Context: an optimization exercise on an open-source flow, tuned for small area, a short achievable clock period and few clock cycles per item. The choices shown serve that exercise and are no tape-out recipe. Only simulation tests tie the RTL to the original design; equivalence was not proved. Power and IR drop assume default switching activity.

### run.sh
#!/bin/bash
# synth_recipe.tcl (not shown) runs the flow's synth.tcl, then flattens the netlist and writes it again
# the make line also repeats each setting of config.mk as NAME=value (left out here)
make -C /OpenROAD-flow-scripts/flow DESIGN_CONFIG=/design/flow/config.mk WORK_HOME=/design/flow/orfs CLKGATE_MAP_FILE= SYNTH_SCRIPT=/design/flow/synth_recipe.tcl finish
### config.mk
export PLATFORM = sky130hd
export DESIGN_NAME = keyed_count_table_top
export DESIGN_NICKNAME = keyed_count_table_top
export VERILOG_FILES = /design/flow/design.v
export SDC_FILE = /design/flow/constraint.sdc
export NUM_CORES = 4
export LEC_CHECK = 0
export CAP_MARGIN = 20
export CORE_MARGIN = 2
export CORE_UTILIZATION = 40
export PLACE_DENSITY = 0.6
export SETUP_SLACK_MARGIN = 5.0
export SLEW_MARGIN = 20
### constraint.sdc
create_clock -name core_clock -period 8.0 [get_ports {clk}]
set_input_delay 1.6000 -clock core_clock [delete_from_list [all_inputs] [get_ports {clk}]]
set_output_delay 1.6000 -clock core_clock [all_outputs]
set_load 0.01 [all_outputs]
### design.v
`default_nettype none
package kct_pkg;
	localparam int KCT_ENTRIES    = 16;
	localparam int KCT_KEY_BITS   = 8;
	localparam int KCT_COUNT_BITS = 16;
	typedef enum logic [1:0] {
		REQ_ADD     = 2'd0,
		REQ_CONSUME = 2'd1,
		REQ_QUERY   = 2'd2,
		REQ_CLEAR   = 2'd3
	} req_t;
	typedef enum logic [2:0] {
		STS_DONE     = 3'd0,
		STS_INVALID  = 3'd1,
		STS_FULL     = 3'd2,
		STS_SHORT    = 3'd3,
		STS_OVERFLOW = 3'd4
	} status_t;
endpackage
`default_nettype wire
`default_nettype none
module kct_cell #(
	parameter int KEY_BITS   = kct_pkg::KCT_KEY_BITS,
	parameter int COUNT_BITS = kct_pkg::KCT_COUNT_BITS
) (
	input  wire logic                  clk,
	input  wire logic                  arst_n,
	input  wire logic                  clr,       
	input  wire logic                  claim,     
	input  wire logic                  remove,    
	input  wire logic                  wr,        
	input  wire logic [KEY_BITS-1:0]   wkey,
	input  wire logic [COUNT_BITS-1:0] wcnt,
	input  wire logic [KEY_BITS-1:0]   cmp_key,
	output logic                       valid,
	output logic [COUNT_BITS-1:0]      cnt,
	output logic                       hit       
);
	logic                  valid_q;
	logic [KEY_BITS-1:0]   key_q;
	logic [COUNT_BITS-1:0] cnt_q;
	logic                  valid_d;
	always_comb begin
		if (clr)
			valid_d = 1'b0;
		else if (claim)
			valid_d = 1'b1;
		else if (remove)
			valid_d = 1'b0;
		else
			valid_d = valid_q;
		hit = valid_q && (key_q == cmp_key);
	end
	always_ff @(posedge clk or negedge arst_n) begin
		if (!arst_n)
			valid_q <= 1'b0;
		else
			valid_q <= valid_d;
	end
	always_ff @(posedge clk) begin
		if (claim)
			key_q <= wkey;
		if (wr)
			cnt_q <= wcnt;
	end
	assign valid = valid_q;
	assign cnt   = cnt_q;
endmodule
`default_nettype wire
`default_nettype none
module keyed_count_table_top #(
	parameter int ENTRIES    = kct_pkg::KCT_ENTRIES,
	parameter int KEY_BITS   = kct_pkg::KCT_KEY_BITS,
	parameter int COUNT_BITS = kct_pkg::KCT_COUNT_BITS
) (
	input  wire logic        clk,
	input  wire logic        arst_n,
	input  wire logic        in_valid,
	output logic             in_ready,
	input  wire logic [1:0]  req_type,
	input  wire logic [7:0]  item_key,
	input  wire logic [15:0] amount,
	output logic             out_valid,
	input  wire logic        out_ready,
	output logic [2:0]       status,
	output logic             enough,
	output logic [15:0]      held_count
);
	logic [ENTRIES-1:0]    t_valid;
	logic [COUNT_BITS-1:0] t_cnt [ENTRIES];
	logic [ENTRIES-1:0]    t_hit;
	logic [ENTRIES-1:0]    t_claim;
	logic [ENTRIES-1:0]    t_remove;
	logic [ENTRIES-1:0]    t_wr;
	logic                  r_vld_q;
	logic [1:0]            r_op_q;
	logic [KEY_BITS-1:0]   r_key_q;
	logic [15:0]           r_amt_q;
	logic                  x_vld_q;
	logic [1:0]            x_op_q;
	logic [KEY_BITS-1:0]   x_key_q;
	logic [15:0]           x_amt_q;
	logic                  x_triv_q;
	logic                  x_found_q;
	logic [ENTRIES-1:0]    x_match_q;
	logic [COUNT_BITS-1:0] x_held_q;
	logic                  rdy_q;
	logic                  o_vld_q;
	logic [2:0]            o_sts_q;
	logic                  o_en_q;
	logic [15:0]           o_held_q;
	logic                  s_vld_q;
	logic [2:0]            s_sts_q;
	logic                  s_en_q;
	logic [15:0]           s_held_q;
	logic                  accept;
	logic                  exec;
	logic                  r_to_x;
	logic                  o_load;
	logic                  r_vld_d;
	logic                  x_vld_d;
	logic                  s_vld_d;
	logic                  same;
	logic                  x_clr;
	logic [ENTRIES-1:0]    match_d;
	logic [COUNT_BITS-1:0] held_tab;
	logic [COUNT_BITS-1:0] held_d;
	logic                  full;
	logic                  all_below;
	logic [ENTRIES-1:0]    free_oh;
	logic [COUNT_BITS:0]   sum;
	logic [COUNT_BITS:0]   diff;
	logic                  ovf;
	logic                  covers;
	logic                  sel_sum;
	logic                  sel_diff;
	logic                  is_add;
	logic                  is_con;
	logic                  do_claim;
	logic                  do_remove;
	kct_pkg::status_t      r_sts;
	logic                  r_en;
	logic [15:0]           r_held;
	for (genvar i = 0; i < ENTRIES; i++) begin : g_cell
		kct_cell #(
			.KEY_BITS   (KEY_BITS),
			.COUNT_BITS (COUNT_BITS)
		) u_cell (
			.clk     (clk),
			.arst_n  (arst_n),
			.clr     (x_clr),
			.claim   (t_claim[i]),
			.remove  (t_remove[i]),
			.wr      (t_wr[i]),
			.wkey    (x_key_q),
			.wcnt    (r_held),
			.cmp_key (r_key_q),
			.valid   (t_valid[i]),
			.cnt     (t_cnt[i]),
			.hit     (t_hit[i])
		);
	end
	always_comb begin
		is_add = (x_op_q == kct_pkg::REQ_ADD);
		is_con = (x_op_q == kct_pkg::REQ_CONSUME);
		x_clr  = exec && (x_op_q == kct_pkg::REQ_CLEAR);
		full   = &t_valid;
		all_below = 1'b1;
		for (int i = 0; i < ENTRIES; i++) begin
			free_oh[i] = !t_valid[i] && all_below;
			all_below  = all_below && t_valid[i];
		end
		sum    = {1'b0, x_held_q} + {1'b0, x_amt_q};
		diff   = {1'b0, x_held_q} - {1'b0, x_amt_q};
		ovf    = sum[COUNT_BITS];
		covers = !diff[COUNT_BITS];
		do_claim  = exec && is_add && !x_triv_q && !x_found_q;
		do_remove = exec && is_con && !x_triv_q && (x_held_q == x_amt_q);
		for (int i = 0; i < ENTRIES; i++) begin
			t_claim[i]  = do_claim && free_oh[i];
			t_remove[i] = do_remove && x_match_q[i];
			t_wr[i]     = t_claim[i] || (exec && x_match_q[i]);
		end
		sel_sum  = !x_triv_q && is_add && !ovf && (x_found_q || !full);
		sel_diff = !x_triv_q && is_con && covers;
		r_held   = sel_sum ? sum[COUNT_BITS-1:0] : sel_diff ? diff[COUNT_BITS-1:0] : x_held_q;
		r_sts  = kct_pkg::STS_DONE;
		r_en   = 1'b1;
		unique case (x_op_q)
			kct_pkg::REQ_ADD: begin
				if (x_triv_q) begin
					r_sts = kct_pkg::STS_INVALID;
				end else if (ovf) begin
					r_sts = kct_pkg::STS_OVERFLOW;
					r_en  = covers;
				end else if (!x_found_q && full) begin
					r_sts = kct_pkg::STS_FULL;
					r_en  = 1'b0;
				end
			end
			kct_pkg::REQ_CONSUME: begin
				if (!x_triv_q && !covers) begin
					r_sts = kct_pkg::STS_SHORT;
					r_en  = 1'b0;
				end
			end
			kct_pkg::REQ_QUERY: begin
				r_en = x_triv_q || covers;
			end
			default: begin
				r_en = x_triv_q;
			end
		endcase
	end
	always_comb begin
		same     = x_vld_q && (r_key_q == x_key_q);
		held_tab = '0;
		for (int i = 0; i < ENTRIES; i++)
			held_tab = held_tab | (t_cnt[i] & {COUNT_BITS{t_hit[i]}});
		if (x_clr) begin
			match_d = '0;
		end else if (same) begin
			match_d = t_claim | (x_match_q & ~t_remove);
		end else begin
			match_d = t_hit;
		end
		if (x_clr || r_op_q == kct_pkg::REQ_CLEAR)
			held_d = '0;
		else if (same)
			held_d = r_held;
		else
			held_d = held_tab;
	end
	always_comb begin
		in_ready = rdy_q;
		accept   = in_valid && rdy_q;
		exec     = x_vld_q && !s_vld_q;
		r_to_x   = r_vld_q && (!x_vld_q || exec);
		o_load   = !o_vld_q || out_ready;
		r_vld_d  = accept || (r_vld_q && !r_to_x);
		x_vld_d  = r_to_x || (x_vld_q && !exec);
		s_vld_d  = s_vld_q ? !out_ready : (exec && !o_load);
	end
	always_ff @(posedge clk or negedge arst_n) begin
		if (!arst_n) begin
			rdy_q   <= 1'b1;
			r_vld_q <= 1'b0;
			x_vld_q <= 1'b0;
			o_vld_q <= 1'b0;
			s_vld_q <= 1'b0;
		end else begin
			rdy_q   <= !(r_vld_d && x_vld_d && s_vld_d);
			r_vld_q <= r_vld_d;
			x_vld_q <= x_vld_d;
			s_vld_q <= s_vld_d;
			if (o_load)
				o_vld_q <= s_vld_q || exec;
		end
	end
	always_ff @(posedge clk) begin
		if (accept) begin
			r_op_q  <= req_type;
			r_key_q <= item_key;
			r_amt_q <= amount;
		end
		if (r_to_x) begin
			x_op_q    <= r_op_q;
			x_key_q   <= r_key_q;
			x_amt_q   <= r_amt_q;
			x_triv_q  <= (r_key_q == '0) || (r_amt_q == '0);
			x_found_q <= |match_d;
			x_match_q <= match_d;
			x_held_q  <= held_d;
		end
		if (o_load) begin
			if (s_vld_q) begin
				o_sts_q  <= s_sts_q;
				o_en_q   <= s_en_q;
				o_held_q <= s_held_q;
			end else begin
				o_sts_q  <= r_sts;
				o_en_q   <= r_en;
				o_held_q <= r_held;
			end
		end
		if (exec && !o_load) begin
			s_sts_q  <= r_sts;
			s_en_q   <= r_en;
			s_held_q <= r_held;
		end
	end
	assign out_valid  = o_vld_q;
	assign status     = o_sts_q;
	assign enough     = o_en_q;
	assign held_count = o_held_q;
endmodule
`default_nettype wire
==> results of run 1 <==
==> layout by cell type (no fill, tap or decap), types with 9 or more instances in the layout <==
cell type / n
xnor2_1: 110
nor2_1: 54
nor4_1: 13
xor2_1: 26
a222oi_1: 10
and3_1: 9
o21ai_0: 9
a21oi_2: 9
a21oi_1: 57
a22oi_1: 66
clkinv_2: 10
a221oi_1: 15
nor3_1: 12
dfrtp_1: 20
a21o_1: 12
o21a_1: 12
ha_1: 15
nor2_4: 14
clkdlybuf4s50_1: 28
nand4_1: 31
a21o_4: 9
buf_12: 23
edfxtp_1: 510
nand2_1: 78
dlygate4sd2_1: 20
nand3_1: 39
clkbuf_16: 52
buf_6: 22
nor3_2: 18
ha_4: 14
inv_1: 35
clkinv_1: 13
a22o_1: 21
a211oi_1: 9
buf_4: 109
a211oi_2: 9
==> logic make-up (layout without fill, tap and decap cells) <==
group	Yosys count	count (layout)	share of synthesized area (%)
flip-flops	531	531	70.3
AO/OA/AOI/OAI	355	355	11.8
AND/OR/NAND/NOR	335	338	7.78
XOR/XNOR	136	136	5.29
buffers and inverters	114	350	2.30
adder cells (fa/ha/maj)	34	34	1.96
multiplexers	12	12	0.594
==> final cells by class <==
cell class,instances,area [µm²]
tap,748,936
inverter,42,179
fill,4537,27300
timing repair inverter,4,33.8
clock inverter,35,358
timing repair buffer,209,2060
clock buffer,60,1330
multi-input combinational,875,7370
sequential,531,15800
==> power breakdown <==
group          switching, mW  internal [mW]  total (mW)
Clock                   1.05           1.42        2.47
Combinational           2.05           1.28        3.32
Sequential             0.269           4.19        4.46
Total                   3.37           6.88        10.2
==> metrics by stage <==
stage	setup slack [ns]	std cells	hold slack, ns	utilization (%)
3_5_place_dp	3.77	2285	0.445	43.5
6_report	4.80	2504	0.462	50.7
3_3_place_gp	3.79	2285	0.443	43.5
4_1_cts	4.84	2468	0.459	49.5
2_1_floorplan	4.99	1517	0.421	-
5_1_grt	4.75	2504	0.478	50.7
==> worst max-delay path by stage <==
| stage | slack [ns] | endpoint | cells past startpoint |
|---|---|---|---|
| global route | 4.75 | g_cell[4].u_cell.cnt_q[6] | 14 |
| detailed placement | 3.77 | o_held_q[4] | 8 |
| CTS | 4.84 | g_cell[10].u_cell.cnt_q[9] | 14 |
| finish | 4.80 | o_held_q[11] | 9 |
| global placement | 3.79 | g_cell[3].u_cell.cnt_q[15] | 7 |
| floorplan | 4.99 | o_held_q[1] | 11 |
==> layer usage <==
metal  up-vias  track usage, %  wire length (µm)
met1      7427            30.1             27600
met3       125            4.71              5110
li1       6337               -                 -
met4         0            8.10              2260
met5         -               0                 0
met2       627            35.7             30400
==> repair_timing <==
item | CTS | global route
cloned | 5 | 3
buffers inserted | 83 | 33
resized for setup | 209 | 93
pin swaps | 53 | 27
setup endpoints to repair | 595 | 422
==> flow_summary.ini, run 1 <==
[clock_network]
cts_max_level = 2
cts_tree = done
cts.hold.buffers_added = 0
clock-sinks = 531
cts_buffer_depth = 3
cts_root_buf = clkbuf_16
insertion_delay_ns = 0.61
cts_made_buffers = 52
clk_pin_slew_ns = 0.06

[global_route]
grt_usage_pct = 22.3
grt_max_degree = 53
grt_pass1_vias = 14500
grt-ovfl-total = 0
grt_pass1_wl_um = 94500
antenna_found_initial = 0

[worst_setup_path]
regToRegSetupSlack_ns = 4.80
cp_cell_sequence = ha_4, nor3b_4, or4_4, a211oi_4, o21a_2, nor2_4, a221o_1, a22o_4, mux2_4
cpMaxStageDelayCell = or4_4
cpLargestDelayFamily = compound AO/OA/AOI/OAI gates
arrival_ns = 3.54
path_max_fanout = 6
critical_path_buf_inv_count = 0
crit_start = x_held_q[6]
cpPeakStageDelay_ns = 0.52
worstSetupEndpointType = flip-flop
criticalPathCategory = flip-flop to flip-flop
reg2reg_to = o_held_q[11]
rr_worst_depth = 9
worstPathRequired_ns = 8.33
r2r-start = x_held_q[6]
start_kind = flip-flop

[die]
dieArea_um2 = 58200
die_h_um = 241
rows = 86
core_um2 = 55400
initial_core_util_pct = 40.7
die_w_um = 241
io_pins = 52

[power_and_ir_drop]
ir_drop_mv = 0.157
p_leak_nw = 9.49
power_density_nw_per_um2 = 365
finalPower_mw = 10.2

[placed_design]
gp_congestion = 0.898
io_buffer_count = 51
dp_hpwl_um = 37500
placed_cell_area_um2 = 24100

[sta]
fin_skew_ns = 0.0291
worst_pin_slew_ns = 1.02
setup_viol = 0
finalHoldViolCount = 0
rsz0062_at_grt = true
fmax_ghz = 0.312
slew_violations = 0
period_needed_ns = 3.20
tns_ns = 0
slew_headroom_pct = 32.3
finalCritPeriodShare_pct = 40.0

[flow_run]
maxCapViolCount = 0

[finish]
drive_gt1_share_pct = 25.3
nets = 1779
top_regs = g_cell.u_cell.cnt_q x256, g_cell.u_cell.key_q x128
largest_reg_flops = 256
syn_to_final_growth_pct = 24.8
diodes = 0
top_register = g_cell.u_cell.cnt_q
final_area_um2 = 28100

[hold_path]
min_to = x_amt_q[12]
hold_class = flip-flop to flip-flop
hp-start = r_amt_q[12]
hold_depth = 0

[synth]
syn_area_per_cell_um2 = 14.9
syn-num-nets = 1581
netlist.area_leader.share_pct = 68.0
syn_area_um2 = 22500
synth.distinct_cells = 89
synth_edf_count = 510
synth_common_cells = 510 x edfxtp_1, 110 x xnor2_1, 81 x nand2_1, 74 x nor2_1, 67 x a22oi_1
yosysMostFrequentCell = edfxtp_1
synth_warnings = 3
yosys-top-cells-area = edfxtp_1 68%, xnor2_1 4.3%, a22oi_1 2.2%, dfrtp_1 2.2%, ha_1 1.8%
yosys.area.top_type = edfxtp_1
syn_inst = 1517
synth_flop_cell = edfxtp_1
yosys_register_bits = 531
yosysSeqAreaShare_pct = 70.3
ys_async_sr_fraction_pct = 3.95

[status]
status = finished clean

[detailed_routing]
drtIter0Drc = 1562
ant_nets = 0
drc_errors = 0
wirelength_um = 65400
vias = 14500
wl_per_cell_um = 26.1
via_per_inst = 5.80
dr.pass1.iters = 5
Testbench counts, summed over its fixed seeds: cycles 12,024, items 12,000.
==> inputs of run 2 (changes only) <==
--- a/config.mk
+++ b/config.mk
@@ -7,7 +7,7 @@
 export LEC_CHECK = 0
 export CAP_MARGIN = 20
 export CORE_MARGIN = 2
-export CORE_UTILIZATION = 40
-export PLACE_DENSITY = 0.6
+export CORE_UTILIZATION = 55
+export PLACE_DENSITY = 0.75
 export SETUP_SLACK_MARGIN = 5.0
 export SLEW_MARGIN = 20
==> run 2 against run 1 <==
Largest power group unchanged. Synthesized cell count did not move. Maximum frequency fell by 4.0%. Clock-buffer cell count rose by 3. Clock power rose by 6%. Sequential cell count did not move. Hold slack got worse by 0.014 ns. Synthesized area did not move. Register-to-register slack got worse by 0.13 ns. Final area rose by 1.4%.
==> flow_summary.ini, run 2 <==
[clock_network]
cts_buffer_depth = 3
clock-sinks = 531
cts.hold.buffers_added = 0
cts_max_level = 2
insertion_delay_ns = 0.62
cts_tree = done
cts_root_buf = clkbuf_16
clk_pin_slew_ns = 0.07
cts_made_buffers = 51

[placed_design]
dp_hpwl_um = 35700
dp.cells = 2067
io_buffer_count = 51
gp_congestion = 0.917

[die]
initial_core_util_pct = 55.4
die_h_um = 206
die_w_um = 206
rows = 74
dieArea_um2 = 42600
core_um2 = 40600
io_pins = 52

[sta]
finalHoldViolCount = 0
whs_ns = 0.448
worst_pin_slew_ns = 1.03
tns_ns = 0
fmax_ghz = 0.300
setup_viol = 0
period_needed_ns = 3.34
fin_skew_ns = 0.0296
rsz0062_at_grt = true
slew_violations = 0
slew_headroom_pct = 31.3
finalCritPeriodShare_pct = 41.7

[finish]
largest_reg_flops = 256
drive_gt1_share_pct = 26.9
nets = 1811
top_register = g_cell.u_cell.cnt_q
top_regs = g_cell.u_cell.cnt_q x256, g_cell.u_cell.key_q x128
mostFrequentLayoutCell = edfxtp_1
syn_to_final_growth_pct = 26.5
final_cells = 2321
fin_util_pct = 70.1
layout_common_cells = 510 x edfxtp_1, 110 x xnor2_1, 110 x buf_4
diodes = 0

[synth]
yosysMostFrequentCell = edfxtp_1
synth_flop_cell = edfxtp_1
yosys_register_bits = 531
synth_common_cells = 510 x edfxtp_1, 110 x xnor2_1, 81 x nand2_1, 74 x nor2_1, 67 x a22oi_1
yosysSeqAreaShare_pct = 70.3
syn_inst = 1517
netlist.area_leader.share_pct = 68.0
synth.distinct_cells = 89
yosys.area.top_type = edfxtp_1
ys_async_sr_fraction_pct = 3.95
yosys-top-cells-area = edfxtp_1 68%, xnor2_1 4.3%, a22oi_1 2.2%, dfrtp_1 2.2%, ha_1 1.8%
synth_edf_count = 510
synth_warnings = 3
syn-num-nets = 1581
syn_area_per_cell_um2 = 14.9
syn_area_um2 = 22500

[worst_setup_path]
r2r-start = x_amt_q[7]
start_kind = flip-flop
arrival_ns = 3.71
path_max_fanout = 8
criticalPathCategory = flip-flop to flip-flop
worstSetupEndpointType = flip-flop
worstPathRequired_ns = 8.37
crit_start = x_amt_q[7]

[global_route]
grt-ovfl-total = 0
antenna_found_initial = 0
grt_pass1_wl_um = 94600
grt_usage_pct = 30.7
grt_pass1_vias = 15000
grt_max_degree = 61

[status]
status = finished clean

[detailed_routing]
drtIter0Drc = 2202
wl_per_cell_um = 29.0
wl_met1_um = 24400
dr.pass1.iters = 6
wl_met2_um = 31700
via_per_inst = 6.70
wl_met3_um = 7820
wirelength_um = 67300
highest_layer = met4
vias = 15500
drc_errors = 0
ant_nets = 0

[power_and_ir_drop]
pwr-share-seq_pct = 41.4
internal_power_mw = 7.27
finalPower_mw = 10.8
ir_drop_mv = 0.232
clockPowerShare_pct = 24.1
p_leak_nw = 9.82
switchingPower_mw = 3.57
power_density_nw_per_um2 = 380
switching_share_pct = 32.9
combinationalPowerShare_pct = 34.5

[flow_run]
maxCapViolCount = 0

[hold_path]
hold_class = flip-flop to flip-flop
hp-start = r_amt_q[10]
-- run 2: kinds of logic (layout without fill, tap and decap cells) --
family | after synthesis | in the layout | share of synthesized area (%)
AO/OA/AOI/OAI | 355 | 356 | 11.8
AND/OR/NAND/NOR | 335 | 337 | 7.78
buffers and inverters | 114 | 383 | 2.30
XOR/XNOR | 136 | 136 | 5.29
adder cells (fa/ha/maj) | 34 | 34 | 1.96
multiplexers | 12 | 12 | 0.594
flip-flops | 531 | 531 | 70.3
-- run 2: final timing paths --
path	to	slack (ns)	cells past startpoint
max in group asynchronous	x_vld_q	6.55	1
min reg2reg	x_amt_q[10]	0.45	0
min	x_amt_q[10]	0.45	0
max reg2reg	g_cell[13].u_cell.cnt_q[14]	4.66	14
min in group asynchronous	g_cell[13].u_cell.valid_q	1.01	1
max	g_cell[13].u_cell.cnt_q[14]	4.66	14
-- run 2: stage by stage --
step                      setup WS, ns  area, µm²
after floorplan                   4.99      22600
after global placement            4.10      23800
after detailed placement          3.98      23800
after CTS                         4.75      27700
after global routing              4.63      28500
final                             4.66      28500
-- run 2: layer usage --
| metal | vias to the layer above | GRT usage (%) |
|---|---|---|
| li1 | 6397 | - |
| met1 | 7709 | 41.4 |
| met2 | 1158 | 48.4 |
| met3 | 278 | 6.54 |
| met4 | 0 | 13.4 |
| met5 | - | 0 |
-- run 2: repair_timing --
action                                 4_1_cts  5_1_grt
cloned                                      11        5
setup endpoints to repair                  570      416
setup buffers                              105       38
gates resized for setup                    248       89
pin swaps                                   60       36
endpoints found under the hold margin        0        0
-- run 2: power by group through the flow --
stage          Combinational, mW  Sequential [mW]  Clock (mW)
2_1_floorplan               1.31             4.46           0
3_3_place_gp                2.05             4.55           0
6_report                    3.74             4.49        2.61
3_5_place_dp                2.09             4.59           0
5_1_grt                     3.87             4.53        2.73
4_1_cts                     3.10             4.47        2.62
-- run 2: final cells by class --
type / count / area (µm²)
inverters: 42 / 190
clock buffers: 63 / 1340
flip-flops and latches: 531 / 15800
repair inverters: 3 / 20.0
clock inverters: 32 / 474
multi-input cells: 875 / 7410
well taps: 532 / 666
repair buffers: 243 / 2550
fillers: 2412 / 12200
-- run 2: critical path, stage by stage, from the launching register on --
cell	delay (ns)
edfxtp_1	0.41
inv_1	0.16
ha_4	0.26
nor2b_1	0.17
or4_4	0.46
a211oi_4	0.19
buf_4	0.15
buf_6	0.10
o21bai_4	0.07
nor4_4	0.32
a31oi_4	0.07
o2111ai_4	0.17
clkinvlp_4	0.25
buf_6	0.18
buf_16	0.12
==> inputs of run 3 (changes only) <==
--- a/design.v
+++ b/design.v
@@ -102,7 +102,8 @@
 	logic [15:0]           x_amt_q;
 	logic                  x_triv_q;
 	logic                  x_found_q;
-	logic [ENTRIES-1:0]    x_match_q;
+	logic [3:0]            x_idx_q;      
+	logic [ENTRIES-1:0]    x_match;
 	logic [COUNT_BITS-1:0] x_held_q;
 	logic                  rdy_q;
 	logic                  o_vld_q;
@@ -122,7 +123,10 @@
 	logic                  s_vld_d;
 	logic                  same;
 	logic                  x_clr;
-	logic [ENTRIES-1:0]    match_d;
+	logic                  found_d;
+	logic [3:0]            idx_d;
+	logic [3:0]            hit_idx;
+	logic [3:0]            free_idx;
 	logic [COUNT_BITS-1:0] held_tab;
 	logic [COUNT_BITS-1:0] held_d;
 	logic                  full;
@@ -174,12 +178,14 @@
 		diff   = {1'b0, x_held_q} - {1'b0, x_amt_q};
 		ovf    = sum[COUNT_BITS];
 		covers = !diff[COUNT_BITS];
+		for (int i = 0; i < ENTRIES; i++)
+			x_match[i] = x_found_q && (x_idx_q == 4'(i));
 		do_claim  = exec && is_add && !x_triv_q && !x_found_q;
 		do_remove = exec && is_con && !x_triv_q && (x_held_q == x_amt_q);
 		for (int i = 0; i < ENTRIES; i++) begin
 			t_claim[i]  = do_claim && free_oh[i];
-			t_remove[i] = do_remove && x_match_q[i];
-			t_wr[i]     = t_claim[i] || (exec && x_match_q[i]);
+			t_remove[i] = do_remove && x_match[i];
+			t_wr[i]     = t_claim[i] || (exec && x_match[i]);
 		end
 		sel_sum  = !x_triv_q && is_add && !ovf && (x_found_q || !full);
 		sel_diff = !x_triv_q && is_con && covers;
@@ -217,12 +223,23 @@
 		held_tab = '0;
 		for (int i = 0; i < ENTRIES; i++)
 			held_tab = held_tab | (t_cnt[i] & {COUNT_BITS{t_hit[i]}});
+		hit_idx  = '0;
+		free_idx = '0;
+		for (int i = 0; i < ENTRIES; i++) begin
+			if (t_hit[i])
+				hit_idx = hit_idx | 4'(i);
+			if (free_oh[i])
+				free_idx = free_idx | 4'(i);
+		end
 		if (x_clr) begin
-			match_d = '0;
+			found_d = 1'b0;
+			idx_d   = hit_idx;
 		end else if (same) begin
-			match_d = t_claim | (x_match_q & ~t_remove);
+			found_d = (do_claim && !full) || (x_found_q && !do_remove);
+			idx_d   = do_claim ? free_idx : x_idx_q;
 		end else begin
-			match_d = t_hit;
+			found_d = |t_hit;
+			idx_d   = hit_idx;
 		end
 		if (x_clr || r_op_q == kct_pkg::REQ_CLEAR)
 			held_d = '0;
@@ -268,8 +285,8 @@
 			x_key_q   <= r_key_q;
 			x_amt_q   <= r_amt_q;
 			x_triv_q  <= (r_key_q == '0) || (r_amt_q == '0);
-			x_found_q <= |match_d;
-			x_match_q <= match_d;
+			x_found_q <= found_d;
+			x_idx_q   <= idx_d;
 			x_held_q  <= held_d;
 		end
 		if (o_load) begin
--- a/config.mk
+++ b/config.mk
@@ -7,7 +7,7 @@
 export LEC_CHECK = 0
 export CAP_MARGIN = 20
 export CORE_MARGIN = 2
-export CORE_UTILIZATION = 55
-export PLACE_DENSITY = 0.75
+export CORE_UTILIZATION = 40
+export PLACE_DENSITY = 0.6
 export SETUP_SLACK_MARGIN = 5.0
 export SLEW_MARGIN = 20
==> run 3 against run 2 <==
Still clean. First-iteration DRC count fell by 34%. Non-clock buffer count fell by 64. Core utilization fell by 20 points. Synthesized cell count fell by 3.4%. Register-to-register slack improved by 0.07 ns.
==> flow_summary.ini, run 3 <==
[status]
status = finished clean

[die]
io_pins = 52
die_w_um = 238
die_h_um = 238
core_um2 = 54000
dieArea_um2 = 56800
rows = 85
initial_core_util_pct = 40.6

[sta]
tns_ns = 0
setup_viol = 0
fmax_ghz = 0.307
slew_headroom_pct = 33.3
whs_ns = 0.455
period_needed_ns = 3.26
rsz0062_at_grt = true
finalCritPeriodShare_pct = 40.8
slew_violations = 0
finalHoldViolCount = 0
fin_skew_ns = 0.0270
worst_pin_slew_ns = 0.996

[worst_setup_path]
critical_path_buf_inv_count = 2
cp_cell_sequence = ha_2, inv_2, fa_2, nor2_4, o311ai_4, a41oi_4, a221oi_4, o21ba_4, buf_6, a221o_1, a22o_4, mux2_2
cpMaxStageDelayCell = edfxtp_1
worstPathRequired_ns = 8.35
arrival_ns = 3.61
path_max_fanout = 5
criticalPathCategory = flip-flop to flip-flop
worstSetupEndpointType = flip-flop
cpPeakStageDelay_ns = 0.44
cpLargestDelayFamily = compound AO/OA/AOI/OAI gates
start_kind = flip-flop

[synth]
yosys-top-cells-area = edfxtp_1 68%, xnor2_1 3.9%, dfrtp_1 2.3%, ha_1 1.8%, a22o_1 1.6%
yosysMostFrequentCell = edfxtp_1
synth_common_cells = 498 x edfxtp_1, 99 x xnor2_1, 57 x inv_1, 56 x nand2_1, 54 x nor2_1
yosys.area.top_type = edfxtp_1
syn_area_per_cell_um2 = 15.0
syn_area_um2 = 22000
synth_flop_cell = edfxtp_1
synth_warnings = 3
netlist.area_leader.share_pct = 68.1
yosysSeqAreaShare_pct = 70.5
synth_edf_count = 498
yosys_register_bits = 519
syn-num-nets = 1529
synth.distinct_cells = 75
ys_async_sr_fraction_pct = 4.05
syn_inst = 1465

[detailed_routing]
drtIter0Drc = 1455
ant_nets = 0
wirelength_um = 62100
dr.pass1.iters = 6
wl_per_cell_um = 26.2
via_per_inst = 5.92
drc_errors = 0
vias = 14000

[power_and_ir_drop]
power_density_nw_per_um2 = 341
p_leak_nw = 9.21
ir_drop_mv = 0.168

[finish]
drive_gt1_share_pct = 22.4
mostFrequentLayoutCell = edfxtp_1
syn_to_final_growth_pct = 23.4
top_register = g_cell.u_cell.cnt_q
layout_common_cells = 498 x edfxtp_1, 99 x xnor2_1, 81 x buf_4
diodes = 0
top_regs = g_cell.u_cell.cnt_q x256, g_cell.u_cell.key_q x128
nets = 1701
largest_reg_flops = 256
fin_util_pct = 50.2

[clock_network]
clock-sinks = 519
clk_pin_slew_ns = 0.07
cts_tree = done
cts_buffer_depth = 3
cts_max_level = 2
cts.hold.buffers_added = 0
cts_made_buffers = 51
insertion_delay_ns = 0.63
cts_root_buf = clkbuf_16

[global_route]
antenna_found_initial = 0
grt-ovfl-total = 0
grt_usage_pct = 21.6
grt_pass1_wl_um = 90800
grt_max_degree = 28
grt_pass1_vias = 13600

[hold_path]
hold_class = flip-flop to flip-flop

[placed_design]
dp_hpwl_um = 35500
gp_congestion = 0.898
io_buffer_count = 51

[flow_run]
maxCapViolCount = 0
-- run 3: path summary, 6_finish.rpt --
| kind | cells after the start | start | slack (ns) | endpoint |
|---|---|---|---|---|
| setup reg to reg | 12 | x_held_q[0] | 4.74 | o_held_q[11] |
| hold / removal | 0 | r_amt_q[7] | 0.46 | x_amt_q[7] |
| max in group asynchronous | 1 | arst_n | 6.63 | r_vld_q |
| min in group asynchronous | 1 | arst_n | 0.98 | g_cell[9].u_cell.valid_q |
| hold reg to reg | 0 | r_amt_q[7] | 0.46 | x_amt_q[7] |
| setup / recovery | 12 | x_held_q[0] | 4.74 | o_held_q[11] |
-- run 3: where the power goes --
part,total [mW],internal [mW],switching (mW)
Clock,2.48,1.42,1.06
Sequential,3.84,3.67,0.174
Combinational,2.92,1.19,1.73
Total,9.24,6.28,2.96
-- run 3: through the flow --
step	setup slack (ns)	instance area, µm²	total power [mW]	std cells
3_5_place_dp	3.77	23500	5.80	2185
4_1_cts	4.73	26300	8.85	2323
5_1_grt	4.65	27100	9.58	2371
6_report	4.74	27100	9.24	2371
3_3_place_gp	3.82	23500	5.77	2184
2_1_floorplan	4.98	22000	5.04	1465
-- run 3: final cells by class --
type                    count  area (µm²)
flip-flops and latches    519       15500
clock buffers              62        1370
fillers                  4458       26900
clock inverters            29         370
multi-input cells         824        6890
well taps                 696         871
repair buffers            179        1810
inverters                  57         263
repair inverters            5        43.8
-- run 3: timing repair --
| item | in CTS | in global routing |
|---|---|---|
| setup buffers | 40 | 43 |
| cloned | 7 | 5 |
| pin swaps | 24 | 23 |
| endpoints found under the setup margin | 574 | 334 |
| hold endpoints to repair | 0 | 0 |
| gates resized for setup | 140 | 89 |
-- run 3: per-layer routing --
metal  routed length (µm)  vias up  track usage [%]
li1                     -     6110                -
met1                26700     7223             30.7
met5                    0        -                0
met4                 1310        0             4.94
met3                 4910       86             3.55
met2                29200      622             35.0
-- run 3: kinds of logic after synthesis --
family          count (synthesis)  share of synthesized area (%)
compound gates                336                           11.5
xor+xnor                      136                           5.42
flops                         519                           70.5
fa+ha+maj                      34                           2.01
simple gates                  299                           7.25
buf+inv                       125                           2.53
mux                            16                          0.809
Testbench counts of run 3, summed over its fixed seeds: cycles 12,024, items 12,000.
==> inputs of run 4 (changes only) <==
--- a/config.mk
+++ b/config.mk
@@ -8,6 +8,8 @@
 export CAP_MARGIN = 20
 export CORE_MARGIN = 2
 export CORE_UTILIZATION = 40
+export CTS_CLUSTER_DIAMETER = 150
+export CTS_CLUSTER_SIZE = 22
 export PLACE_DENSITY = 0.6
 export SETUP_SLACK_MARGIN = 5.0
 export SLEW_MARGIN = 20
==> run 4 against run 3 <==
Non-clock buffer count grew 13. Critical path type unchanged. Worst setup slack worse by 0.014 ns. Register-to-register slack is essentially flat. Via count decreased by 1.7%.
==> flow_summary.ini, run 4 <==
[status]
status = finished clean

[die]
initial_core_util_pct = 40.6
core_um2 = 54000
dieArea_um2 = 56800
io_pins = 52
rows = 85
die_w_um = 238
die_h_um = 238

[detailed_routing]
drc_errors = 0
wirelength_um = 60700
via_per_inst = 5.93
dr.pass1.iters = 6
wl_per_cell_um = 26.1
vias = 13800
ant_nets = 0
drtIter0Drc = 1510

[clock_network]
clk_pin_slew_ns = 0.09
clock-sinks = 519
cts_buffer_depth = 3
cts_max_level = 1
cts_root_buf = clkbuf_16
cts_tree = done
cts.hold.buffers_added = 0
insertion_delay_ns = 0.59
cts_made_buffers = 27

[global_route]
grt_pass1_wl_um = 89600
grt_pass1_vias = 13300
busiest_layer = met2
grt_util_met3_pct = 2.52
grtUsageMet2_pct = 34.3
grt-ovfl-total = 0
antenna_found_initial = 0
grtUsageMet1_pct = 30.7
grt_max_degree = 28
grt_usage_pct = 21.1

[sta]
rsz0062_at_grt = true
finalHoldViolCount = 0
period_needed_ns = 3.28
fmax_ghz = 0.305
finalCritPeriodShare_pct = 40.9
tns_ns = 0
slew_headroom_pct = 36.0
slew_violations = 0
setup_viol = 0
worst_pin_slew_ns = 0.956
fin_skew_ns = 0.0262

[worst_setup_path]
crit_start = x_held_q[11]
criticalPathCategory = flip-flop to flip-flop
worstPathRequired_ns = 8.33
r2r-start = x_held_q[11]
path_max_fanout = 8
start_kind = flip-flop
arrival_ns = 3.61
worstSetupEndpointType = flip-flop

[hold_path]
hold_class = flip-flop to flip-flop
hp-start = r_amt_q[7]

[finish]
drive_gt1_share_pct = 20.7
largest_reg_flops = 256
top_register = g_cell.u_cell.cnt_q
syn_to_final_growth_pct = 19.1
layout_common_cells = 498 x edfxtp_1, 99 x xnor2_1, 93 x buf_4
fin_util_pct = 48.4
mostFrequentLayoutCell = edfxtp_1
n_fill_cell = 4529
top_regs = g_cell.u_cell.cnt_q x256, g_cell.u_cell.key_q x128
nets = 1685

[power_and_ir_drop]
internal_power_mw = 5.50
switching_share_pct = 32.7
ir_drop_mv = 0.187
power_density_nw_per_um2 = 313
pwr-share-seq_pct = 46.9
switchingPower_mw = 2.67
p_leak_nw = 8.81
combinationalPowerShare_pct = 35.5
clockPowerShare_pct = 17.6

[synth]
synth_flop_cell = edfxtp_1
synth_warnings = 3
yosysMostFrequentCell = edfxtp_1
syn_area_um2 = 22000
synth.distinct_cells = 75
ys_async_sr_fraction_pct = 4.05
syn_inst = 1465
yosys_register_bits = 519
syn_area_per_cell_um2 = 15.0
yosys-top-cells-area = edfxtp_1 68%, xnor2_1 3.9%, dfrtp_1 2.3%, ha_1 1.8%, a22o_1 1.6%
synth_common_cells = 498 x edfxtp_1, 99 x xnor2_1, 57 x inv_1, 56 x nand2_1, 54 x nor2_1
synth_edf_count = 498
netlist.area_leader.share_pct = 68.1
yosysSeqAreaShare_pct = 70.5
syn-num-nets = 1529
yosys.area.top_type = edfxtp_1

[flow_run]
maxCapViolCount = 0

[placed_design]
dp_hpwl_um = 35500
io_buffer_count = 51
gp_congestion = 0.898
## run 4: cell families (layout without fill, tap and decap cells)
family          Yosys count  in the layout  synth area share (%)
xor+xnor                136            136                  5.42
flops                   519            519                  70.5
mux                      16             16                 0.809
buf+inv                 125            289                  2.53
fa+ha+maj                34             34                  2.01
simple gates            299            300                  7.25
compound gates          336            336                  11.5
other cells               0              1                     0
## run 4: final timing paths
| path | end | slack (ns) | cells past startpoint |
|---|---|---|---|
| max in group asynchronous | rdy_q | 6.62 | 1 |
| min in group asynchronous | g_cell[5].u_cell.valid_q | 0.99 | 1 |
| worst max-delay path | o_held_q[3] | 4.72 | 9 |
| worst max register to register | o_held_q[3] | 4.72 | 9 |
| worst min-delay path | x_amt_q[7] | 0.45 | 0 |
| worst min register to register | x_amt_q[7] | 0.45 | 0 |
## run 4: layout make-up
class	instances	area (µm²)	share of cell area (%)
sequential	519	15500	59.2
multi-input combinational	822	6870	26.3
timing repair buffer	192	1930	7.40
tap	696	871	3.33
clock buffer	37	713	2.73
inverter	57	245	0.938
timing repair inverter	2	18.8	0.0718
clock inverter	1	11.3	0.0431
antenna	1	2.50	0.00957
## run 4: what timing repair did
item	4_1_cts	5_1_grt
resized for setup	131	98
pin swaps	37	41
cloned	9	0
setup endpoints to repair	581	362
setup buffers	46	48
## run 4: worst max-delay path, cell delays in order, from the launching register on
cell and delay [ns]:
edfxtp_1 0.51, ha_4 0.30, or2_2 0.32, or4_4 0.54
o21ba_4 0.27, buf_12 0.13, buf_6 0.11, a221o_1 0.30
a22o_4 0.27, mux2_4 0.26
## run 4: power by group through the flow
stage,Clock (mW),Combinational (mW),Sequential [mW]
2_1_floorplan,0,1.18,3.87
3_3_place_gp,0,1.83,3.94
5_1_grt,1.56,3.07,3.86
6_report,1.44,2.90,3.83
3_5_place_dp,0,1.86,3.94
4_1_cts,1.47,2.45,3.88
## run 4: per-stage QoR
stage | hold WS [ns] | power (mW) | instance area [µm²] | std cells | worst slack, ns
2_1_floorplan | 0.421 | 5.04 | 22000 | 1465 | 4.98
3_3_place_gp | 0.442 | 5.77 | 23500 | 2184 | 3.82
3_5_place_dp | 0.438 | 5.80 | 23500 | 2185 | 3.77
4_1_cts | 0.462 | 7.81 | 25300 | 2278 | 4.67
5_1_grt | 0.479 | 8.49 | 26100 | 2326 | 4.65
6_report | 0.455 | 8.17 | 26100 | 2327 | 4.72
## run 4: layer usage
| layer | vias up | routed length (µm) |
|---|---|---|
| met5 | - | 0 |
| li1 | 6039 | - |
| met3 | 73 | 4410 |
| met2 | 587 | 28700 |
| met4 | 0 | 1140 |
| met1 | 7104 | 26500 |
==> inputs of run 5 (changes only) <==
--- a/config.mk
+++ b/config.mk
@@ -9,7 +9,7 @@
 export CORE_MARGIN = 2
 export CORE_UTILIZATION = 40
 export CTS_CLUSTER_DIAMETER = 150
-export CTS_CLUSTER_SIZE = 22
+export CTS_CLUSTER_SIZE = 26
 export PLACE_DENSITY = 0.6
-export SETUP_SLACK_MARGIN = 5.0
+export SETUP_SLACK_MARGIN = 4.6
 export SLEW_MARGIN = 20
==> run 5 against run 4 <==
Still clean on timing, DRC and antenna. Clock power shrank 8%. Maximum frequency decreased by 2.2%. Critical path depth rose by 3. Wire length down 4.7%. Sequential cell count unchanged. Core utilization decreased by 2.7 points. Via count is 3.6% lower. Critical endpoint is now x_held_q[12]. Largest cell class unchanged.
==> flow_summary.ini, run 5 <==
[worst_setup_path]
regToRegSetupSlack_ns = 4.65
worstPathRequired_ns = 8.34
reg2reg_to = x_held_q[12]
r2r-start = x_held_q[5]
worstSetupEndpointType = flip-flop
path_max_fanout = 9
arrival_ns = 3.69
rr_worst_depth = 12
criticalPathCategory = flip-flop to flip-flop
start_kind = flip-flop

[die]
dieArea_um2 = 56800
io_pins = 52
die_h_um = 238
core_um2 = 54000
initial_core_util_pct = 40.6
rows = 85
die_w_um = 238

[sta]
worst_pin_slew_ns = 0.981
period_needed_ns = 3.35
slew_headroom_pct = 34.3
finalWorstSetupSlack_ns = 4.65
finalHoldViolCount = 0
slew_violations = 0
rsz0062_at_grt = true
fin_skew_ns = 0.0252
setup_viol = 0
finalCritPeriodShare_pct = 41.9
fmax_ghz = 0.299
tns_ns = 0

[detailed_routing]
via_per_inst = 5.89
drtIter0Drc = 1435
drc_errors = 0
dr.pass1.iters = 6
vias = 13300
wirelength_um = 57900
wl_per_cell_um = 25.6
ant_nets = 0

[placed_design]
pre_cts_ws_ns = 3.86
io_buffer_count = 51
gp_congestion = 0.875
dp_hpwl_um = 34800

[finish]
top_register = g_cell.u_cell.cnt_q
syn_to_final_growth_pct = 12.5
drive_gt1_share_pct = 13.0
nets = 1619
diodes = 0
layout_common_cells = 498 x edfxtp_1, 99 x xnor2_1, 74 x buf_4
largest_reg_flops = 256
top_regs = g_cell.u_cell.cnt_q x256, g_cell.u_cell.key_q x128
mostFrequentLayoutCell = edfxtp_1

[synth]
syn_area_per_cell_um2 = 15.0
yosys.area.top_type = edfxtp_1
syn-num-nets = 1529
syn_inst = 1465
yosysMostFrequentCell = edfxtp_1
yosysSeqAreaShare_pct = 70.5
synth_flop_cell = edfxtp_1
syn_area_um2 = 22000
synth_warnings = 3
yosys_register_bits = 519
yosys-top-cells-area = edfxtp_1 68%, xnor2_1 3.9%, dfrtp_1 2.3%, ha_1 1.8%, a22o_1 1.6%
netlist.area_leader.share_pct = 68.1
synth_edf_count = 498
synth.distinct_cells = 75
ys_async_sr_fraction_pct = 4.05
synth_common_cells = 498 x edfxtp_1, 99 x xnor2_1, 57 x inv_1, 56 x nand2_1, 54 x nor2_1

[global_route]
grt-ovfl-total = 0
grt_pass1_wl_um = 85400
antenna_found_initial = 0
grt_pass1_vias = 13000
grt_usage_pct = 20.1
grt_max_degree = 28

[power_and_ir_drop]
power_density_nw_per_um2 = 298
p_leak_nw = 8.19
ir_drop_mv = 0.174

[clock_network]
insertion_delay_ns = 0.58
cts_max_level = 1
cts_root_buf = clkbuf_16
cts_tree = done
cts_made_buffers = 23
clock-sinks = 519
clk_pin_slew_ns = 0.11
cts_buffer_depth = 3

[flow_run]
maxCapViolCount = 0

[hold_path]
min_to = x_amt_q[7]
hold_class = flip-flop to flip-flop
hp-start = r_amt_q[7]
hold_depth = 0

[status]
status = finished clean
run 5: layer usage:
layer | share of wire (%) | global-route usage [%] | wire [µm]
met5 | 0 | 0 | 0
met4 | 2.5 | 5.17 | 1430
met3 | 6.8 | 2.24 | 3960
met1 | 43 | 28.2 | 25000
met2 | 48 | 33.6 | 27500
run 5: worst max path at each step:
| stage | to | slack [ns] | cells past startpoint | start |
|---|---|---|---|---|
| 2_1_floorplan | s_en_q | 4.80 | 2 | out_ready |
| 3_3_place_gp | o_held_q[7] | 3.91 | 10 | x_held_q[2] |
| 3_5_place_dp | x_held_q[14] | 3.86 | 11 | x_amt_q[0] |
| 4_1_cts | o_held_q[7] | 4.57 | 12 | x_amt_q[0] |
| 5_1_grt | o_held_q[4] | 4.54 | 11 | x_held_q[5] |
| 6_report | x_held_q[12] | 4.65 | 12 | x_held_q[5] |
run 5: logic make-up (layout without fill, tap and decap cells):
kind of cell             count (synthesis)  after routing  share of synthesized area (%)
flip-flops                             519            519                           70.5
AO/OA/AOI/OAI                          336            336                           11.5
AND/OR/NAND/NOR                        299            299                           7.25
XOR/XNOR                               136            136                           5.42
buffers and inverters                  125            222                           2.53
adder cells (fa/ha/maj)                 34             34                           2.01
multiplexers                            16             16                          0.809
run 5: per-stage QoR:
step | total power, mW | hold WS [ns] | instances | area (µm²) | utilization, %
floorplan | 5.00 | 0.421 | 1465 | 22000 | -
global placement | 5.73 | 0.446 | 2190 | 23500 | 43.4
detailed placement | 5.75 | 0.441 | 2190 | 23500 | 43.4
CTS | 7.15 | 0.472 | 2235 | 24300 | 45.0
global route | 7.66 | 0.488 | 2258 | 24700 | 45.7
finish | 7.37 | 0.471 | 2258 | 24700 | 45.7
run 5: worst max-delay path, stage by stage (launching register included):
cell      delay (ns)
edfxtp_1        0.46
ha_2            0.45
inv_1           0.10
a21oi_1         0.31
a41oi_4         0.19
a221oi_4        0.45
o21ba_4         0.28
buf_4           0.18
a22oi_1         0.12
o22ai_2         0.16
a21oi_4         0.07
buf_4           0.15
o211a_1         0.19
run 5: area by class of cell:
cell class / count / area [µm²]
Clock buffer: 32 / 609
Fill cell: 4668 / 29300
Inverter: 57 / 221
Multi-Input combinational cell: 821 / 6300
Sequential cell: 519 / 15500
Tap cell: 696 / 871
Timing Repair Buffer: 133 / 1220
run 5: timing repair:
item,4_1_cts,5_1_grt
endpoints found under the setup margin,463,258
setup buffers,13,23
pin swaps,6,10
resized for setup,28,31
hold buffers,0,0
run 5: power breakdown:
group | total, mW | internal, mW | switching (mW)
combinational | 2.15 | 0.795 | 1.36
sequential | 3.89 | 3.66 | 0.232
clock | 1.32 | 0.534 | 0.788
==> inputs of run 6 (changes only) <==
--- a/config.mk
+++ b/config.mk
@@ -11,5 +11,5 @@
 export CTS_CLUSTER_DIAMETER = 150
 export CTS_CLUSTER_SIZE = 26
 export PLACE_DENSITY = 0.6
-export SETUP_SLACK_MARGIN = 4.6
+export SETUP_SLACK_MARGIN = 4.3
 export SLEW_MARGIN = 20
==> run 6 against run 5 <==
Non-clock buffer count is 30 lower. Critical path depth fell by 2. Sequential share of layout area rose by 1.0 points. Core utilization is 0.75 points lower. Die area is the same. Sequential power about the same. Wire length shrank 0.84%. Maximum frequency down 6.3%. Via count decreased by 0.97%. Synthesized cell count did not move. Critical endpoint is now o_held_q[13].
==> flow_summary.ini, run 6 <==
[status]
status = finished clean

[sta]
slew_violations = 0
fmax_ghz = 0.280
fin_skew_ns = 0.0298
tns_ns = 0
rsz0062_at_grt = true
worst_pin_slew_ns = 1.10
whs_ns = 0.474
period_needed_ns = 3.58
finalCritPeriodShare_pct = 44.7
setup_viol = 0
slew_headroom_pct = 26.9
finalHoldViolCount = 0

[finish]
mostFrequentLayoutCell = edfxtp_1
fin_util_pct = 45.0
n_fill_cell = 4711
top_regs = g_cell.u_cell.cnt_q x256, g_cell.u_cell.key_q x128
final_area_um2 = 24300
top_register = g_cell.u_cell.cnt_q
nets = 1589
syn_to_final_growth_pct = 10.6
layout_common_cells = 498 x edfxtp_1, 99 x xnor2_1, 54 x nand2_1
largest_reg_flops = 256
drive_gt1_share_pct = 10.5

[detailed_routing]
vias = 13200
ant_nets = 0
via_per_inst = 5.91
dr.pass1.iters = 6
drtIter0Drc = 1437
wl_per_cell_um = 25.7
wirelength_um = 57400
drc_errors = 0

[synth]
syn_area_um2 = 22000
synth_top_family_by_area = compound AO/OA/AOI/OAI gates
yosys_register_bits = 519
synth_common_cells = 498 x edfxtp_1, 99 x xnor2_1, 57 x inv_1, 56 x nand2_1, 54 x nor2_1
synthMuxAreaShare_pct = 0.809
yosysSeqAreaShare_pct = 70.5
synth.distinct_cells = 75
yosysMostFrequentCell = edfxtp_1
netlist.area_leader.share_pct = 68.1
syn_inst = 1465
yosys.area_share.simple_pct = 7.25
syn-num-nets = 1529
ys_async_sr_fraction_pct = 4.05
synth_flop_cell = edfxtp_1
yosys-top-cells-area = edfxtp_1 68%, xnor2_1 3.9%, dfrtp_1 2.3%, ha_1 1.8%, a22o_1 1.6%
yosys.area.top_type = edfxtp_1
synthAdderAreaFrac_pct = 2.01
synth_edf_count = 498
synth_warnings = 3
syn_area_per_cell_um2 = 15.0
synth_compound_area_share_pct = 11.5
synthXorXnorAreaFrac_pct = 5.42

[die]
dieArea_um2 = 56800
rows = 85
io_pins = 52
initial_core_util_pct = 40.6
die_h_um = 238
die_w_um = 238
core_um2 = 54000

[clock_network]
cts_buffer_depth = 3
cts.hold.buffers_added = 0
insertion_delay_ns = 0.59
cts_made_buffers = 23
cts_max_level = 1
cts_root_buf = clkbuf_16
cts_tree = done
clock-sinks = 519
clk_pin_slew_ns = 0.12

[worst_setup_path]
worstSetupEndpointType = flip-flop
regToRegSetupSlack_ns = 4.42
crit_start = x_held_q[6]
r2r-start = x_held_q[6]
reg2reg_to = o_held_q[13]
rr_worst_depth = 10
arrival_ns = 3.92
start_kind = flip-flop
criticalPathCategory = flip-flop to flip-flop
worstPathRequired_ns = 8.35
crit_path_end = o_held_q[13]
path_max_fanout = 19

[global_route]
grt_max_degree = 38
grt_pass1_vias = 12900
grt_usage_pct = 20.1
grt_pass1_wl_um = 85200
antenna_found_initial = 2
grt-ovfl-total = 0

[placed_design]
dp_hpwl_um = 34700
placed_cell_area_um2 = 23400
gp_congestion = 0.898
io_buffer_count = 51

[power_and_ir_drop]
finalPower_mw = 7.14
power_density_nw_per_um2 = 294
p_leak_nw = 7.99
ir_drop_mv = 0.153

[flow_run]
maxCapViolCount = 0

[hold_path]
hold_class = flip-flop to flip-flop
run 6: how the worst min path moves through the flow:
stage,startpoint,to,slack [ns],cells past startpoint
floorplan,r_key_q[0],x_key_q[0],0.42,0
global placement,r_amt_q[7],x_amt_q[7],0.44,0
detailed placement,r_amt_q[11],x_amt_q[11],0.44,0
CTS,r_amt_q[7],x_amt_q[7],0.47,0
global route,r_amt_q[7],x_amt_q[7],0.50,0
finish,r_amt_q[7],x_amt_q[7],0.47,0
run 6: cells by family after synthesis:
kind of cell | count (synthesis)
AOI/OAI and AO/OA | 336
xor gates and xnor gates | 136
adders and majority gates | 34
buffers and inverters | 125
DFF | 519
muxes | 16
and+or+nand+nor | 299
run 6: layout make-up:
class	instances	area [µm²]	area share (%)
inverter	57	221	0.912
antenna	1	2.50	0.0103
timing repair buffer	103	921	3.79
tap	696	871	3.58
sequential	519	15500	63.7
multi-input combinational	821	6190	25.5
clock buffer	32	609	2.51
run 6: metrics by stage:
stage	std cells	worst slack (ns)
4_1_cts	2216	4.28
3_3_place_gp	2184	3.84
6_report	2229	4.42
3_5_place_dp	2184	3.73
5_1_grt	2229	4.28
2_1_floorplan	1465	4.48
run 6: power breakdown:
part           switching [mW]  total, mW  internal [mW]  leakage, nW
logic                    1.27       1.90          0.632         2.83
clock network           0.794       1.33          0.535        0.294
registers               0.246       3.91           3.67         4.86
total                    2.31       7.14           4.83         7.99
run 6: critical path, stage by stage (launching register included):
cell	delay (ns)
edfxtp_1	0.45
ha_1	0.42
and2_1	0.26
a221oi_1	0.29
nand2_1	0.18
a221oi_4	0.42
o31ai_1	0.19
a31o_1	0.28
o21a_1	0.18
o22a_2	0.35
mux2_2	0.31
run 6: per-layer routing:
layer	vias to the layer above	wire, µm	GRT usage, %
li1	5824	-	-
met2	501	27400	33.3
met3	81	3660	2.28
met5	-	18	0
met1	6770	25000	28.4
met4	2	1270	4.94
run 6: what timing repair did:
| item | 4_1_cts | 5_1_grt |
|---|---|---|
| gates resized for setup | 18 | 17 |
| endpoints found under the setup margin | 336 | 171 |
| buffers inserted | 0 | 12 |
| pin swaps | 0 | 3 |
| hold endpoints to repair | 0 | 0 |
==> inputs of run 7 (changes only) <==
--- a/config.mk
+++ b/config.mk
@@ -11,5 +11,5 @@
 export CTS_CLUSTER_DIAMETER = 150
 export CTS_CLUSTER_SIZE = 26
 export PLACE_DENSITY = 0.6
-export SETUP_SLACK_MARGIN = 4.3
+export SETUP_SLACK_MARGIN = 4.8
 export SLEW_MARGIN = 20
==> run 7 against run 6 <==
Combinational power up 37%. Maximum frequency up 7.3%. Largest power group unchanged. Still clean on timing, DRC and antenna. Wire length up 2.3%. Highest routed layer is now met4. Critical path depth up 6.
==> flow_summary.ini, run 7 <==
[synth]
syn_area_um2 = 22000
yosys-top-cells-area = edfxtp_1 68%, xnor2_1 3.9%, dfrtp_1 2.3%, ha_1 1.8%, a22o_1 1.6%
synth_warnings = 3
synth.distinct_cells = 75
ys_async_sr_fraction_pct = 4.05
netlist.area_leader.share_pct = 68.1
yosys_register_bits = 519
syn-num-nets = 1529
synth_common_cells = 498 x edfxtp_1, 99 x xnor2_1, 57 x inv_1, 56 x nand2_1, 54 x nor2_1
syn_area_per_cell_um2 = 15.0
synth_edf_count = 498
synth_flop_cell = edfxtp_1
yosysSeqAreaShare_pct = 70.5
yosysMostFrequentCell = edfxtp_1
syn_inst = 1465
yosys.area.top_type = edfxtp_1

[worst_setup_path]
cpLargestDelayFamily = compound AO/OA/AOI/OAI gates
arrival_ns = 3.66
worstPathRequired_ns = 8.33
worstSetupEndpointType = flip-flop
cpMaxStageDelayCell = edfxtp_1
cpPeakStageDelay_ns = 0.44
cp_cell_sequence = ha_2, inv_2, fa_2, nor2_4, o311ai_4, a41oi_2, a221oi_4, buf_6, o21bai_4, buf_6, o22ai_4, nor2_2, o22ai_4, clkinvlp_4, buf_6, buf_16
critical_path_buf_inv_count = 6
cpMostUsedCell = buf_6
path_max_fanout = 8
start_kind = flip-flop
criticalPathCategory = flip-flop to flip-flop

[finish]
final_cells = 2287
final_area_um2 = 25400
layout_common_cells = 498 x edfxtp_1, 99 x xnor2_1, 78 x buf_4
mostFrequentLayoutCell = edfxtp_1
diodes = 0
top_regs = g_cell.u_cell.cnt_q x256, g_cell.u_cell.key_q x128
top_register = g_cell.u_cell.cnt_q
nets = 1648
fin_util_pct = 47.0
largest_reg_flops = 256
syn_to_final_growth_pct = 15.7
drive_gt1_share_pct = 17.0

[global_route]
antenna_found_initial = 0
grt_pass1_wl_um = 86200
grt-ovfl-total = 0
grt_pass1_vias = 13100
grt_usage_pct = 20.2
grt_max_degree = 28

[placed_design]
dp_hpwl_um = 35300
placed_cell_area_um2 = 23500
pre_cts_ws_ns = 3.82
gp_congestion = 0.888
dp.cells = 2187
io_buffer_count = 51

[power_and_ir_drop]
finalPower_mw = 7.82
p_leak_nw = 8.40
ir_drop_mv = 0.162
power_density_nw_per_um2 = 308

[sta]
tns_ns = 0
fin_skew_ns = 0.0251
period_needed_ns = 3.33
finalWorstSetupSlack_ns = 4.67
slew_violations = 0
whs_ns = 0.459
setup_viol = 0
fmax_ghz = 0.300
finalCritPeriodShare_pct = 41.6
finalHoldViolCount = 0
worst_pin_slew_ns = 0.938
rsz0062_at_grt = true
slew_headroom_pct = 37.2

[clock_network]
clock-sinks = 519
insertion_delay_ns = 0.58
cts.hold.buffers_added = 0
cts_made_buffers = 23
cts_buffer_depth = 3
cts_tree = done
cts_max_level = 1
clk_pin_slew_ns = 0.10
cts_root_buf = clkbuf_16

[die]
die_h_um = 238
core_um2 = 54000
rows = 85
die_w_um = 238
dieArea_um2 = 56800
io_pins = 52
initial_core_util_pct = 40.6

[detailed_routing]
via_per_inst = 5.90
wl_per_cell_um = 25.6
ant_nets = 0
dr.pass1.iters = 8
drc_errors = 0
wirelength_um = 58700
vias = 13500
drtIter0Drc = 1493

[flow_run]
maxCapViolCount = 0

[hold_path]
hold_class = flip-flop to flip-flop

[status]
status = finished clean
-- run 7: cell counts after synthesis --
Identical to the previous run, type by type.
-- run 7: cell type report --
cell class                 count  area, µm²
inverter                      57        238
clock buffer                  32        609
fill                        4643      28600
multi-input combinational    822       6630
timing repair buffer         157       1560
tap                          696        871
sequential                   519      15500
timing repair inverter         4       23.8
-- run 7: cells by family (layout without fill, tap and decap cells) --
kind of cell	after synthesis	count (layout)	share of synthesized area (%)
AO/OA/AOI/OAI	336	337	11.5
XOR/XNOR	136	136	5.42
adder cells (fa/ha/maj)	34	34	2.01
buffers and inverters	125	250	2.53
flip-flops	519	519	70.5
multiplexers	16	16	0.809
AND/OR/NAND/NOR	299	299	7.25
-- run 7: final timing paths --
path / startpoint / depth (start not counted) / slack, ns / to
max: x_held_q[0] / 16 / 4.67 / g_cell[12].u_cell.cnt_q[8]
min: r_amt_q[6] / 0 / 0.46 / x_amt_q[6]
max reg2reg: x_held_q[0] / 16 / 4.67 / g_cell[12].u_cell.cnt_q[8]
min reg2reg: r_amt_q[6] / 0 / 0.46 / x_amt_q[6]
max in group asynchronous: arst_n / 1 / 6.62 / rdy_q
min in group asynchronous: arst_n / 1 / 0.99 / g_cell[11].u_cell.valid_q
-- run 7: repair_timing --
| item | CTS | global route |
|---|---|---|
| endpoints found under the setup margin | 639 | 276 |
| buffers inserted | 36 | 24 |
| cloned | 2 | 6 |
| resized for setup | 71 | 80 |
| pin swaps | 20 | 27 |
-- run 7: worst register-to-register path: cells and delay by family (launching register included) --
| family | cells | cell delay, ns |
|---|---|---|
| AOI/OAI and AO/OA | 6 | 1.30 |
| adders and majority gates | 2 | 0.43 |
| buffers and inverters | 6 | 0.80 |
| DFF | 1 | 0.44 |
| and+or+nand+nor | 2 | 0.12 |
-- run 7: metal layers --
layer / track usage [%] / vias to the layer above / routed length [µm]
met5: 0 / - / 0
met4: 4.20 / 0 / 987
met3: 2.59 / 66 / 4270
met2: 34.0 / 565 / 28400
met1: 28.3 / 6898 / 25000
li1: - / 5956 / -
-- run 7: power breakdown --
| group | leakage [nW] | total, mW | internal, mW | switching (mW) |
|---|---|---|---|---|
| combinational | 3.24 | 2.60 | 1.05 | 1.54 |
| sequential | 4.86 | 3.89 | 3.66 | 0.233 |
| clock | 0.294 | 1.33 | 0.535 | 0.796 |
| total | 8.40 | 7.82 | 5.25 | 2.57 |
==> inputs of run 8 (changes only) <==
--- a/config.mk
+++ b/config.mk
@@ -10,6 +10,6 @@
 export CORE_UTILIZATION = 40
 export CTS_CLUSTER_DIAMETER = 150
 export CTS_CLUSTER_SIZE = 26
-export PLACE_DENSITY = 0.6
-export SETUP_SLACK_MARGIN = 4.8
+export PLACE_DENSITY = 0.8
+export SETUP_SLACK_MARGIN = 5.0
 export SLEW_MARGIN = 20
==> run 8 against run 7 <==
Still clean on timing, DRC and antenna. Core utilization is 0.73 points higher. Combinational power is 4% higher. Critical path depth down 6. First-iteration DRC count up 20%. Total power rose by 1.5%. Sequential share of layout area decreased by 0.91 points. Worst setup slack better by 0.13 ns. Synthesized cell count unchanged. Highest routed layer unchanged.
==> flow_summary.ini, run 8 <==
[status]
status = finished clean

[synth]
syn-num-nets = 1529
synth_flop_cell = edfxtp_1
synth_edf_count = 498
yosysMostFrequentCell = edfxtp_1
yosys-top-cells-area = edfxtp_1 68%, xnor2_1 3.9%, dfrtp_1 2.3%, ha_1 1.8%, a22o_1 1.6%
yosys.area.top_type = edfxtp_1
syn_inst = 1465
syn_area_um2 = 22000
yosysSeqAreaShare_pct = 70.5
yosys_register_bits = 519
ys_async_sr_fraction_pct = 4.05
netlist.area_leader.share_pct = 68.1
synth.distinct_cells = 75
synth_common_cells = 498 x edfxtp_1, 99 x xnor2_1, 57 x inv_1, 56 x nand2_1, 54 x nor2_1
synth_warnings = 3
syn_area_per_cell_um2 = 15.0

[worst_setup_path]
criticalPathCategory = flip-flop to flip-flop
path_max_fanout = 8
worstPathRequired_ns = 8.25
arrival_ns = 3.45
r2r-start = x_held_q[8]
crit_start = x_held_q[8]
start_kind = flip-flop
cpPeakStageDelay_ns = 0.52
worstSetupEndpointType = flip-flop
cpMaxStageDelayCell = ha_1
cp_cell_sequence = ha_1, nand2_1, nor3_2, o311ai_4, and2_4, buf_4, o22ai_1, nor2_1, o22ai_4, clkinvlp_4

[detailed_routing]
wirelength_um = 57700
drc_errors = 0
via_per_inst = 6.10
vias = 14000
wl_per_cell_um = 25.1
drtIter0Drc = 1799
ant_nets = 0
dr.pass1.iters = 6

[sta]
finalWorstSetupSlack_ns = 4.80
period_needed_ns = 3.20
whs_ns = 0.468
setup_viol = 0
tns_ns = 0
fmax_ghz = 0.312
slew_headroom_pct = 43.2
finalCritPeriodShare_pct = 40.0
rsz0062_at_grt = true
finalHoldViolCount = 0
slew_violations = 0
fin_skew_ns = 0.0254
worst_pin_slew_ns = 0.852

[finish]
diodes = 0
largest_reg_flops = 256
mostFrequentLayoutCell = edfxtp_1
fin_util_pct = 47.8
layout_common_cells = 498 x edfxtp_1, 99 x xnor2_1, 77 x buf_4
top_register = g_cell.u_cell.cnt_q
syn_to_final_growth_pct = 17.5
n_fill_cell = 4401
drive_gt1_share_pct = 19.7
nets = 1662
final_area_um2 = 25800
top_regs = g_cell.u_cell.cnt_q x256, g_cell.u_cell.key_q x128

[die]
die_h_um = 238
rows = 85
die_w_um = 238
dieArea_um2 = 56800
io_pins = 52
core_um2 = 54000
initial_core_util_pct = 40.6

[clock_network]
cts_tree = done
clock-sinks = 519
cts_buffer_depth = 3
cts_max_level = 1
insertion_delay_ns = 0.58
cts_made_buffers = 23
cts_root_buf = clkbuf_16
clk_pin_slew_ns = 0.10
cts.hold.buffers_added = 0

[global_route]
antenna_found_initial = 0
grt_pass1_wl_um = 84500
grt-ovfl-total = 0
grt_max_degree = 28
grt_usage_pct = 19.7
grt_pass1_vias = 13700

[power_and_ir_drop]
ir_drop_mv = 0.167
p_leak_nw = 8.58
power_density_nw_per_um2 = 308

[placed_design]
io_buffer_count = 51
placed_cell_area_um2 = 23500
dp_hpwl_um = 33800
gp_congestion = 0.879
pre_cts_ws_ns = 3.96

[hold_path]
hp-start = r_amt_q[8]
hold_class = flip-flop to flip-flop

[flow_run]
maxCapViolCount = 0
## run 8: cell counts after synthesis
Identical to the previous run, type by type.
## run 8: power breakdown
| group | switching (mW) | leakage (nW) | internal [mW] |
|---|---|---|---|
| clock | 0.771 | 0.294 | 0.534 |
| combinational | 1.59 | 3.43 | 1.12 |
| sequential | 0.258 | 4.86 | 3.66 |
## run 8: cell families after synthesis
family          Yosys count  synth area share [%]
compound gates          336                  11.5
xor+xnor                136                  5.42
fa+ha+maj                34                  2.01
buf+inv                 125                  2.53
flops                   519                  70.5
mux                      16                 0.809
simple gates            299                  7.25
## run 8: metal layers
| layer | global-route usage [%] | wire length, µm | up-vias |
|---|---|---|---|
| met5 | 0 | 0 | - |
| met1 | 25.3 | 21700 | 6977 |
| met2 | 33.7 | 28100 | 903 |
| li1 | - | - | 5991 |
| met4 | 8.11 | 2510 | 0 |
| met3 | 2.72 | 5420 | 166 |
## run 8: critical path, delay by kind of cell (launching register included)
family	cells	cell delay [ns]
buffers and inverters	2	0.45
flip-flops	1	0.51
adder cells (fa/ha/maj)	1	0.52
AO/OA/AOI/OAI	3	0.56
AND/OR/NAND/NOR	4	0.85
## run 8: final timing paths
kind	end	slack [ns]	cells past startpoint
setup / recovery	g_cell[8].u_cell.cnt_q[6]	4.80	10
hold / removal	x_amt_q[8]	0.47	0
setup reg to reg	g_cell[8].u_cell.cnt_q[6]	4.80	10
hold reg to reg	x_amt_q[8]	0.47	0
max in group asynchronous	s_vld_q	6.58	1
min in group asynchronous	g_cell[4].u_cell.valid_q	1.00	1
## run 8: per-stage QoR
| step | std cells | total power, mW |
|---|---|---|
| after floorplan | 1465 | 5.04 |
| after global placement | 2180 | 5.69 |
| after detailed placement | 2180 | 5.74 |
| after CTS | 2273 | 7.52 |
| after global routing | 2301 | 8.23 |
| final | 2301 | 7.94 |
## run 8: repair_timing
item | CTS | global route
pin swaps | 35 | 25
endpoints found under the hold margin | 0 | 0
resized for setup | 141 | 89
gates cloned | 5 | 4
setup buffers | 56 | 24
setup endpoints to repair | 740 | 364
## run 8: cell type report
cell class                 instances  area [µm²]  area share (%)
clock buffer                      32         609            2.36
inverter                          57         243           0.941
multi-input combinational        823        6890            26.7
sequential                       519       15500            60.0
tap                              696         871            3.38
timing repair buffer             170        1680            6.50
timing repair inverter             4        27.5           0.107

[static timing again, ports no longer ideal]
The flow's constraints put no driver on any port. The routed layouts listed below were extracted and timed again, unchanged, in two steps. Step 1 sets driving cells, clkbuf_16 on the clock port and buf_2 on the other inputs (assumed; they add their load-dependent delay and slew). Step 2 adds t to the input delays and takes it off the output delays; t is the mean of the earliest and latest rising clock arrival at the registers after step 1. Input paths then give back, and output paths get back, about the clock's delay inside the block. Slacks: no drivers / after step 1 / after step 2; pairs: no drivers / after step 1.
run	shift t [ns]	setup slack, ns	slew at the worst register clock pin (ns)
run 1	0.656	4.796 / 4.796 / 4.466	0.07 / 0.07
run 2	0.658	4.663 / 4.663 / 4.476	0.07 / 0.07
run 3	0.669	4.738 / 4.738 / 4.437	0.07 / 0.07
run 4	0.641	4.724 / 4.724 / 4.464	0.10 / 0.10
run 5	0.626	4.651 / 4.651 / 4.570	0.11 / 0.11
run 6	0.626	4.425 / 4.425 / 4.425	0.12 / 0.12
run 7	0.629	4.669 / 4.669 / 4.569	0.11 / 0.11
run 8	0.621	4.799 / 4.799 / 4.468	0.11 / 0.11
After both steps every run listed still meets setup and hold. For run 8, which loses most, drivers alone change the setup slack by 0.000 ns; drivers and shift together by -0.331 ns.
